Context: an optimization exercise on an open-source flow, tuned for small area, a short achievable clock period and few clock cycles per item. The choices shown serve that exercise and are no tape-out recipe. Function was not checked in any run shown here: the RTL went through the layout flow alone. Power and IR drop assume default switching activity. The flow treats the clock pin as an ideal source, which a real chip does not have.

**config.mk**
```make
export PLATFORM = sky130hd
export DESIGN_NAME = fir_filter
export DESIGN_NICKNAME = fir_filter
export VERILOG_FILES = /design/flow/design.v
export SDC_FILE = /design/flow/constraint.sdc
export NUM_CORES = 4
export LEC_CHECK = 0
export ABC_CLOCK_PERIOD_IN_PS = 100
export CAP_MARGIN = 20
export CORE_MARGIN = 2
export CORE_UTILIZATION = 60
export SLEW_MARGIN = 20
export SYNTH_HIERARCHICAL = 1
export SYNTH_MINIMUM_KEEP_SIZE = 0
```
**constraint.sdc**
```tcl
create_clock -name core_clock -period 12.0 [get_ports {clk}]
set_input_delay 2.4000 -clock core_clock [delete_from_list [all_inputs] [get_ports {clk}]]
set_output_delay 2.4000 -clock core_clock [all_outputs]
set_load 0.01 [all_outputs]
```
**design.v**
```verilog
package fir_pkg;
    localparam int TAPS = 64;
    localparam int DW   = 16;
    localparam int CW   = 16;
    localparam int OW   = DW + CW + $clog2(TAPS);
    localparam int IW   = $clog2(TAPS);
    typedef logic signed [DW-1:0] sample_t;
    typedef logic signed [CW-1:0] coeff_t;
    typedef logic signed [OW-1:0] acc_t;
    typedef enum logic [1:0] {
        IDLE,
        MAC,
        DONE
    } state_t;
endpackage
module fir_coeff_rom (
    input  logic [fir_pkg::IW-1:0]        idx,
    output logic signed [fir_pkg::CW-1:0] coeff
);
    always_comb begin
        case (idx)
            6'd0: coeff =  16'sd512;
            6'd1: coeff =  16'sd496;
            6'd2: coeff =  16'sd480;
            6'd3: coeff =  16'sd464;
            6'd4: coeff =  16'sd448;
            6'd5: coeff =  16'sd432;
            6'd6: coeff =  16'sd416;
            6'd7: coeff =  16'sd400;
            6'd8: coeff =  16'sd384;
            6'd9: coeff =  16'sd368;
            6'd10: coeff =  16'sd352;
            6'd11: coeff =  16'sd336;
            6'd12: coeff =  16'sd320;
            6'd13: coeff =  16'sd304;
            6'd14: coeff =  16'sd288;
            6'd15: coeff =  16'sd272;
            6'd16: coeff =  16'sd256;
            6'd17: coeff =  16'sd240;
            6'd18: coeff =  16'sd224;
            6'd19: coeff =  16'sd208;
            6'd20: coeff =  16'sd192;
            6'd21: coeff =  16'sd176;
            6'd22: coeff =  16'sd160;
            6'd23: coeff =  16'sd144;
            6'd24: coeff =  16'sd128;
            6'd25: coeff =  16'sd112;
            6'd26: coeff =  16'sd96;
            6'd27: coeff =  16'sd80;
            6'd28: coeff =  16'sd64;
            6'd29: coeff =  16'sd48;
            6'd30: coeff =  16'sd32;
            6'd31: coeff =  16'sd16;
            6'd32: coeff =  16'sd0;
            6'd33: coeff = -16'sd16;
            6'd34: coeff = -16'sd32;
            6'd35: coeff = -16'sd48;
            6'd36: coeff = -16'sd64;
            6'd37: coeff = -16'sd80;
            6'd38: coeff = -16'sd96;
            6'd39: coeff = -16'sd112;
            6'd40: coeff = -16'sd128;
            6'd41: coeff = -16'sd144;
            6'd42: coeff = -16'sd160;
            6'd43: coeff = -16'sd176;
            6'd44: coeff = -16'sd192;
            6'd45: coeff = -16'sd208;
            6'd46: coeff = -16'sd224;
            6'd47: coeff = -16'sd240;
            6'd48: coeff = -16'sd256;
            6'd49: coeff = -16'sd272;
            6'd50: coeff = -16'sd288;
            6'd51: coeff = -16'sd304;
            6'd52: coeff = -16'sd320;
            6'd53: coeff = -16'sd336;
            6'd54: coeff = -16'sd352;
            6'd55: coeff = -16'sd368;
            6'd56: coeff = -16'sd384;
            6'd57: coeff = -16'sd400;
            6'd58: coeff = -16'sd416;
            6'd59: coeff = -16'sd432;
            6'd60: coeff = -16'sd448;
            6'd61: coeff = -16'sd464;
            6'd62: coeff = -16'sd480;
            6'd63: coeff = -16'sd496;
            default: coeff = '0;
        endcase
    end
endmodule
module fir_filter (
    input  logic                          clk,
    input  logic                          rst,
    input  logic signed [fir_pkg::DW-1:0] FIR_input,
    input  logic                          input_valid,
    output logic signed [fir_pkg::OW-1:0] FIR_output,
    output logic                          output_valid
);
    localparam int DW = fir_pkg::DW;
    localparam int NL = fir_pkg::TAPS - 1;    
    localparam int AW = 26;                   
    logic signed [DW-1:0]   d [0:NL-1];
    logic [5:0]             cnt;              
    logic                   full;             
    logic [AW-1:0]          as, ac;           
    logic [AW-1:0]          bs, bc;           
    logic signed [AW-1:0]   y;                
    logic [DW-1:0]          x;
    logic [DW-1:0]          od;               
    assign x  = FIR_input;
    assign od = full ? d[NL-1] : '0;
    logic [AW-1:0] xe, oe, a1, a2, a3, a4, a5, a6, a7, a8, an_s, an_c;
    assign xe = AW'({{(AW-DW){x[DW-1]}}, x});
    assign oe = AW'({{(AW-DW){od[DW-1]}}, od});
    fir_csa #(.W(AW)) u_a1 (.a(as), .b(ac), .c(~bs), .s(a1), .cy(a2[AW-1:1]));
    assign a2[0] = 1'b1;
    fir_csa #(.W(AW)) u_a2 (.a(~bc), .b(oe << 5), .c(a1), .s(a3), .cy(a4[AW-1:1]));
    assign a4[0] = 1'b1;
    fir_csa #(.W(AW)) u_a3 (.a(a2), .b(a3), .c(a4), .s(a5), .cy(a6[AW-1:1]));
    assign a6[0] = 1'b0;
    fir_csa #(.W(AW)) u_a4 (.a(a5), .b(a6), .c(xe << 5), .s(a7), .cy(a8[AW-1:1]));
    assign a8[0] = 1'b0;
    fir_csa_ci #(.W(AW), .CI(1)) u_a5 (.a(a7), .b(a8), .c(~xe), .s(an_s), .cy(an_c));
    logic [AW-1:0] b1, b2, bn_s, bn_c;
    fir_csa #(.W(AW)) u_b1 (.a(bs), .b(bc), .c(~oe), .s(b1), .cy(b2[AW-1:1]));
    assign b2[0] = 1'b0;
    fir_csa_ci #(.W(AW), .CI(1)) u_b2 (.a(b1), .b(b2), .c(xe), .s(bn_s), .cy(bn_c));
    logic [AW-1:0] ar, t_new;
    logic [4:0]    ar_up, ar_dn;
    fir_ares u_ares (.as(as), .ac(ac), .a(ar), .up(ar_up), .dn(ar_dn));
    fir_tadd u_tadd (.a(ar), .up(ar_up), .dn(ar_dn), .x(x), .t(t_new[AW-1:5]));
    assign t_new[4:0] = ar[4:0];
    always_ff @(posedge clk) begin
        y <= t_new;
        if (input_valid) begin
            d[0] <= x;
            for (int k = 1; k < NL; k++) d[k] <= d[k-1];
        end
    end
    always_ff @(posedge clk) begin
        if (rst) begin
            cnt          <= '0;
            full         <= 1'b0;
            as           <= '0;
            ac           <= '0;
            bs           <= '0;
            bc           <= '0;
            output_valid <= 1'b0;
        end else begin
            output_valid <= input_valid;
            if (input_valid) begin
                if (!full) cnt <= cnt + 6'd1;
                if (cnt == 6'(NL-1)) full <= 1'b1;
                as <= an_s;
                ac <= an_c;
                bs <= bn_s;
                bc <= bn_c;
            end
        end
    end
    assign FIR_output = {{(fir_pkg::OW-AW-4){y[AW-1]}}, y, 4'b0000};
endmodule
module fir_csa #(
    parameter int W = 26
) (
    input  logic [W-1:0] a,
    input  logic [W-1:0] b,
    input  logic [W-1:0] c,
    output logic [W-1:0] s,
    output logic [W-1:1] cy
);
    assign s  = a ^ b ^ c;
    assign cy = (a[W-2:0] & b[W-2:0]) | (a[W-2:0] & c[W-2:0]) | (b[W-2:0] & c[W-2:0]);
endmodule
module fir_csa_ci #(
    parameter int W  = 26,
    parameter int CI = 0
) (
    input  logic [W-1:0] a,
    input  logic [W-1:0] b,
    input  logic [W-1:0] c,
    output logic [W-1:0] s,
    output logic [W-1:0] cy
);
    assign s  = a ^ b ^ c;
    assign cy = {((a[W-2:0] & b[W-2:0]) | (a[W-2:0] & c[W-2:0]) | (b[W-2:0] & c[W-2:0])), 1'(CI)};
endmodule
module fir_ares (
    input  logic [25:0] as,
    input  logic [25:0] ac,
    output logic [25:0] a,
    output logic [4:0]  up,
    output logic [4:0]  dn
);
    logic [25:0] p, g, c;
    fir_pg #(.W(26)) u_pg (.a(as), .b(ac), .p(p), .g(g));
    fir_carry #(.W(26)) u_c (.p(p), .g(g), .c(c), .cout());
    assign a  = p ^ c;
    assign up = a[25:21] + 5'd1;
    assign dn = a[25:21] - 5'd1;
endmodule
module fir_tadd (
    input  logic [25:0] a,
    input  logic [4:0]  up,
    input  logic [4:0]  dn,
    input  logic [15:0] x,
    output logic [25:5] t
);
    logic [15:0] p, g, c;
    logic        co;
    fir_pg #(.W(16)) u_pg (.a(a[20:5]), .b(x), .p(p), .g(g));
    fir_carry #(.W(16)) u_c (.p(p), .g(g), .c(c), .cout(co));
    assign t = {(co == x[15]) ? a[25:21] : co ? up : dn, p ^ c};
endmodule
module fir_pg #(
    parameter int W = 26
) (
    input  logic [W-1:0] a,
    input  logic [W-1:0] b,
    output logic [W-1:0] p,
    output logic [W-1:0] g
);
    assign p = a ^ b;
    assign g = a & b;
endmodule
module fir_carry #(
    parameter int W = 26
) (
    input  logic [W-1:0] p,
    input  logic [W-1:0] g,
    output logic [W-1:0] c,
    output logic         cout
);
    localparam int LV = $clog2(W);
    logic [(LV+1)*W-1:0] gg, pp;
    assign gg[W-1:0] = g;
    assign pp[W-1:0] = p;
    for (genvar l = 0; l < LV; l++) begin : g_lvl
        fir_ks_level #(.W(W), .D(1 << l)) u_lvl (
            .p  (pp[l*W +: W]),
            .g  (gg[l*W +: W]),
            .po (pp[(l+1)*W + (1 << l) +: W - (1 << l)]),
            .go (gg[(l+1)*W + (1 << l) +: W - (1 << l)])
        );
        assign pp[(l+1)*W +: (1 << l)] = pp[l*W +: (1 << l)];
        assign gg[(l+1)*W +: (1 << l)] = gg[l*W +: (1 << l)];
    end
    assign c    = {gg[(LV+1)*W-2:LV*W], 1'b0};
    assign cout = gg[(LV+1)*W-1];
endmodule
module fir_ks_level #(
    parameter int W = 26,
    parameter int D = 1
) (
    input  logic [W-1:0]   p,
    input  logic [W-1:0]   g,
    output logic [W-D-1:0] po,
    output logic [W-D-1:0] go
);
    assign go = g[W-1:D] | (p[W-1:D] & g[W-1-D:0]);
    assign po = p[W-1:D] & p[W-1-D:0];
endmodule
```
**flow/run.sh**
```bash
#!/bin/bash
# The standard layout, with these changes to how it optimises:
#  - timing repair aims well past the required period (a setup margin),
#  - resizing may change a cell's footprint (the platform pins it otherwise),
#  - port buffers start as plain buffers instead of delay cells,
#  - the clock tree has no dummy loads.
set -euo pipefail
bash standard.sh \
  SETUP_SLACK_MARGIN=8.7 \
  MATCH_CELL_FOOTPRINT=0 \
  "BUFFER_PORTS_ARGS=-buffer_cell sky130_fd_sc_hd__buf_4" \
  "CTS_ARGS=-sink_clustering_enable -repair_clock_nets -dont_use_dummy_load -sink_clustering_size 30 -sink_clustering_max_diameter 100 -buf_list {sky130_fd_sc_hd__clkbuf_8 sky130_fd_sc_hd__clkbuf_16}" \
  finish > standard.log 2>&1
```
**standard.sh**
```bash
#!/bin/bash
# synth_recipe.tcl (not shown) runs the flow's synth.tcl, then flattens the netlist and writes it again
# the make line also repeats each setting of config.mk as NAME=value (left out here)
make -C /OpenROAD-flow-scripts/flow DESIGN_CONFIG=/design/flow/config.mk WORK_HOME=/design/flow/orfs CLKGATE_MAP_FILE= SYNTH_SCRIPT=/design/flow/synth_recipe.tcl "${@:-finish}"
```
==> results.cfg, run 1 <==
[detailed_routing]
drc_errors = 0
post_drt_via_cell_ratio = 5.26
vias = 16600
dr.pass1.iters = 4
drt_iter0_drc = 1116
wl_per_cell_um = 18.9
postRouteAntennaNets = 0
wirelength_um = 59600

[clock_tree]
clock_latency_ns = 0.64
numCtsBuffers = 45
clk_pin_slew_ns = 0.11
cts.htree.levels = 2
clockBufferDepth = 3
cts_tree = yes
cts-root-buf = clkbuf_16
numClockSinks = 1146

[floorplan]
start_util_pct = 60.8
core_um2 = 68900
ios = 58
die_area_um2 = 72000
row_count = 96
die_w_um = 268
die_y_um = 268

[yosys]
synth.avg_cell_area_um2 = 20.2
syn_area_um2 = 42000
yosys_warnings = 8
syn_inst = 2079

[critical_path]
crit_start = y[25]
r2r-start = as[1]
cp.required_ns = 9.60
cpLargestDelayFamily = flip-flops
ff2ff_path_depth = 13
cp.buffers_inverters = 1
worstSetupPathType = flop to output port
endpoint_kind = output port
cp_slowest_cell = dfxtp_4
cp_num_cells = 1
crit_fanout = 9
max_stage_delay_ns = 0.40
crit_arrival_ns = 1.11
start_kind = flop
cp_cell_sequence = buf_4

[worst_hold_path]
min-delay-start = d[13][7]
hp-class = flop to flop
whs_path_depth = 0

[timing]
setup_viol = 0
relSlewSlack_pct = 55.1
min_period_ns = 3.51
min_period_over_period_pct = 29.2
layout_setup_ws_ns = 8.49
hold_viol_final = 0
slew_violations = 0
max_freq_mhz = 285
worstMarginPinSlew_ns = 0.673
tns_ns = 0
fin_skew_ns = 0.0993
rsz0062_at_grt = yes

[power]
p_per_area_nw_per_um2 = 228
vdd_drop_max_mv = 0.166
p_leak_nw = 17.7

[global_route]
grt_overflow = 0
antenna_found_initial = 1
grt_max_degree = 206
grt_pass1_wl_um = 91800
grt_pass1_vias = 16500
grt_usage_pct = 16.5

[run]
maxCapViolations = 0

[place]
gp_congestion = 0.809
portBuffers = 53
preCtsSetupSlack_ns = 6.62
dp_hpwl_um = 33500

[cells_and_area]
nFillCells = 4569
drive_gt1_share_pct = 16.5
final_common_cell = edfxtp_1
fin_util_pct = 67.3
finalNetCount = 2463
syn_to_final_growth_pct = 10.7
mostFrequentLayoutCells = edfxtp_1, fa_1, a21o_1
n_antenna_cell = 0

[status]
run_status = finished clean
==> flip-flops by register name, summed over array words and instances (netlist names) <==
name and cells:
cnt 6, ac 26, as 26, bc 26, d 1008, full 1, output_valid 1, bs 26
y 26
==> per-stage QoR <==
stage	hold WS [ns]	power, mW	instances	cell area [um2]
after global routing	0.380	11.4	3153	46400
after floorplan	0.400	7.78	2096	42300
after global placement	0.400	8.59	3042	43700
final	0.384	10.6	3153	46400
after detailed placement	0.405	8.68	3042	43700
after CTS	0.379	10.6	3109	45600
==> metal layers <==
| metal | up-vias | GRT usage (%) | wire, um |
|---|---|---|---|
| li1 | 7765 | - | - |
| met1 | 8569 | 27.6 | 31300 |
| met2 | 177 | 23.3 | 25500 |
| met3 | 67 | 2.05 | 1660 |
| met4 | 0 | 4.05 | 1150 |
| met5 | - | 0 | 0 |
==> power breakdown <==
part	switching (mW)	internal, mW
sequential	0.226	4.76
combinational	1.84	2.01
clock	1.05	0.677
total	3.11	7.45
==> final cells by class <==
class                           count  area [um2]  share of cell area [%]
Inverter                           87         334                   0.720
Timing Repair Buffer              128        1660                    3.57
Multi-Input combinational cell    816        8970                    19.3
Tap cell                          931        1160                    2.51
Sequential cell                  1146       33200                    71.5
Clock buffer                       45        1130                    2.43
==> final timing paths <==
| check | slack, ns | to |
|---|---|---|
| setup / recovery | 8.49 | FIR_output[31] |
| hold / removal | 0.38 | d[14][7] |
| setup reg to reg | 8.72 | y[25] |
| hold reg to reg | 0.38 | d[14][7] |
==> timing repair <==
action,CTS,global route
endpoints found under the setup margin,1074,526
setup buffers,11,41
cloned,11,3
hold endpoints to repair,0,0
hold buffers,0,0
pin swaps,26,75
gates resized for setup,139,119
==> inputs of run 2 (changes only) <==
--- a/flow/run.sh
+++ b/flow/run.sh
@@ -6,7 +6,7 @@
 #  - the clock tree has no dummy loads.
 set -euo pipefail
 bash standard.sh \
-  SETUP_SLACK_MARGIN=8.7 \
+  SETUP_SLACK_MARGIN=9.0 \
   MATCH_CELL_FOOTPRINT=0 \
   "BUFFER_PORTS_ARGS=-buffer_cell sky130_fd_sc_hd__buf_4" \
   "CTS_ARGS=-sink_clustering_enable -repair_clock_nets -dont_use_dummy_load -sink_clustering_size 30 -sink_clustering_max_diameter 100 -buf_list {sky130_fd_sc_hd__clkbuf_8 sky130_fd_sc_hd__clkbuf_16}" \
==> run 2 against run 1 <==
Sequential power is essentially flat. Global-route usage grew 1.1 points. Clock skew fell by 0.046 ns. Non-clock buffer count is 38 higher. Count of clock-buffer cells in the layout up 1. First-iteration DRC count up 1.3%. Combinational power is 4% higher. Setup slack got worse by 0.024 ns. Sequential share of layout area down 1.4 points. Critical path type unchanged. Largest cell class unchanged.
==> results.cfg, run 2 <==
[critical_path]
endpoint_kind = output port
max_stage_delay_ns = 0.41
cp.required_ns = 9.60
crit_arrival_ns = 1.13
cp.buffers_inverters = 1
worstSetupPathType = flop to output port
cpLargestDelayFamily = flip-flops
crit_fanout = 9
start_kind = flop
cp_slowest_cell = dfxtp_4
cp_cell_sequence = buf_4

[cells_and_area]
drive_gt1_share_pct = 21.1
final_common_cell = edfxtp_1
fin_cells = 3192
n_antenna_cell = 0
fin_util_pct = 68.7
fin_area_um2 = 47400
largest_reg_flops = 1008
mostFrequentLayoutCells = edfxtp_1, a21o_1, mux2i_1
top_register = d
syn_to_final_growth_pct = 12.9
finalNetCount = 2502

[clock_tree]
clock_latency_ns = 0.62
cts-root-buf = clkbuf_16
cts.htree.levels = 2
numClockSinks = 1146
clk_pin_slew_ns = 0.10
numCtsBuffers = 46
clockBufferDepth = 3
cts_tree = yes

[yosys]
synth.avg_cell_area_um2 = 20.2
syn_area_um2 = 42000
syn_inst = 2079
yosys_warnings = 8

[power]
p_leak_nw = 18.1
p_per_area_nw_per_um2 = 227
finalPower_mw = 10.8
vdd_drop_max_mv = 0.281

[place]
dpl-instance-area_um2 = 43800
dp_hpwl_um = 33600
dp.cells = 3045
gp_congestion = 0.788
preCtsSetupSlack_ns = 6.68
portBuffers = 53

[detailed_routing]
vias = 17000
drc_errors = 0
dr.pass1.iters = 4
wl_per_cell_um = 19.5
wirelength_um = 62400
drt_iter0_drc = 1130
postRouteAntennaNets = 0
post_drt_via_cell_ratio = 5.33

[timing]
setup_viol = 0
min_period_ns = 3.53
layout_setup_ws_ns = 8.47
tns_ns = 0
worstMarginPinSlew_ns = 0.571
fin_skew_ns = 0.0531
slew_violations = 0
hold_viol_final = 0
rsz0062_at_grt = yes
relSlewSlack_pct = 61.9
max_freq_mhz = 283
min_period_over_period_pct = 29.4
worst_hold_slack_ns = 0.387

[global_route]
grt_pass1_wl_um = 97100
grt_pass1_vias = 17200
grt_max_degree = 75
antenna_found_initial = 0
grt_usage_pct = 17.6
grt_overflow = 0

[floorplan]
die_y_um = 268
core_um2 = 68900
die_area_um2 = 72000
start_util_pct = 60.8
ios = 58
row_count = 96
die_w_um = 268

[status]
run_status = finished clean

[run]
maxCapViolations = 0

[worst_hold_path]
hp-class = flop to flop
[run 2: worst paths after layout]
| check | from | endpoint | slack [ns] | depth (start not counted) |
|---|---|---|---|---|
| worst max-delay path | y[25] | FIR_output[37] | 8.47 | 1 |
| worst min-delay path | d[17][15] | d[18][15] | 0.39 | 0 |
| worst max register to register | d[62][15] | as[21] | 8.75 | 9 |
| worst min register to register | d[17][15] | d[18][15] | 0.39 | 0 |
[run 2: timing repair]
action / 4_1_cts / 5_1_grt
hold buffers: 0 / 0
setup buffers: 45 / 28
pin swaps: 97 / 56
resized for setup: 265 / 78
gates cloned: 27 / 1
hold endpoints to repair: 0 / 0
setup endpoints to repair: 1091 / 104
[run 2: cell type report]
| cell class | instances | area, um2 |
|---|---|---|
| multi-input combinational | 816 | 9140 |
| tap | 931 | 1160 |
| timing repair buffer | 166 | 2370 |
| fill | 4509 | 21600 |
| sequential | 1146 | 33200 |
| inverter | 87 | 364 |
| clock buffer | 46 | 1150 |
[run 2: metal layers]
| layer | vias up | part of all wire, % | global-route usage [%] |
|---|---|---|---|
| li1 | 7862 | - | - |
| met1 | 8903 | 51 | 29.1 |
| met2 | 200 | 44 | 25.4 |
| met3 | 63 | 3.2 | 2.31 |
| met4 | 0 | 1.6 | 3.84 |
| met5 | - | 0 | 0 |
[run 2: power by group]
| group | leakage [nW] | switching (mW) | internal (mW) | total, mW |
|---|---|---|---|---|
| registers | 11.0 | 0.222 | 4.77 | 4.99 |
| logic | 6.46 | 1.88 | 2.13 | 4.01 |
| clock network | 0.567 | 1.06 | 0.691 | 1.75 |
| total | 18.1 | 3.16 | 7.59 | 10.8 |

what the ideal ports hide:
Ports are ideal in the flow. The routed layouts listed here were re-timed in OpenROAD. Step 1 (the two cells are an assumption about what drives the block):
set clk [get_ports {clk}]
set_driving_cell -lib_cell sky130_fd_sc_hd__clkbuf_16 $clk
set_driving_cell -lib_cell sky130_fd_sc_hd__buf_2 [delete_from_list [all_inputs] $clk]
Step 2 times the ports against the registers' clock, not the clock port: input delays grow and output delays shrink by t, the midpoint of the rising clock arrivals with the driver on. Slacks: ideal / step 1 / step 2; pairs: ideal / step 1.
run | t, ns | setup slack, ns | latest minus earliest clock arrival (ns) | slew at the worst register clock pin (ns) | worst data-port slew with drivers (ns)
run 1 | 0.658 | 8.494 / 8.427 / 7.919 | 0.101 / 0.100 | 0.12 / 0.12 | 0.18
run 2 | 0.654 | 8.469 / 8.406 / 7.938 | 0.070 / 0.070 | 0.11 / 0.11 | 0.30
After both steps every run listed still meets setup and hold. The setup slack of run 1, which loses most, moves by -0.067 ns with the drivers and by -0.575 ns with both steps.
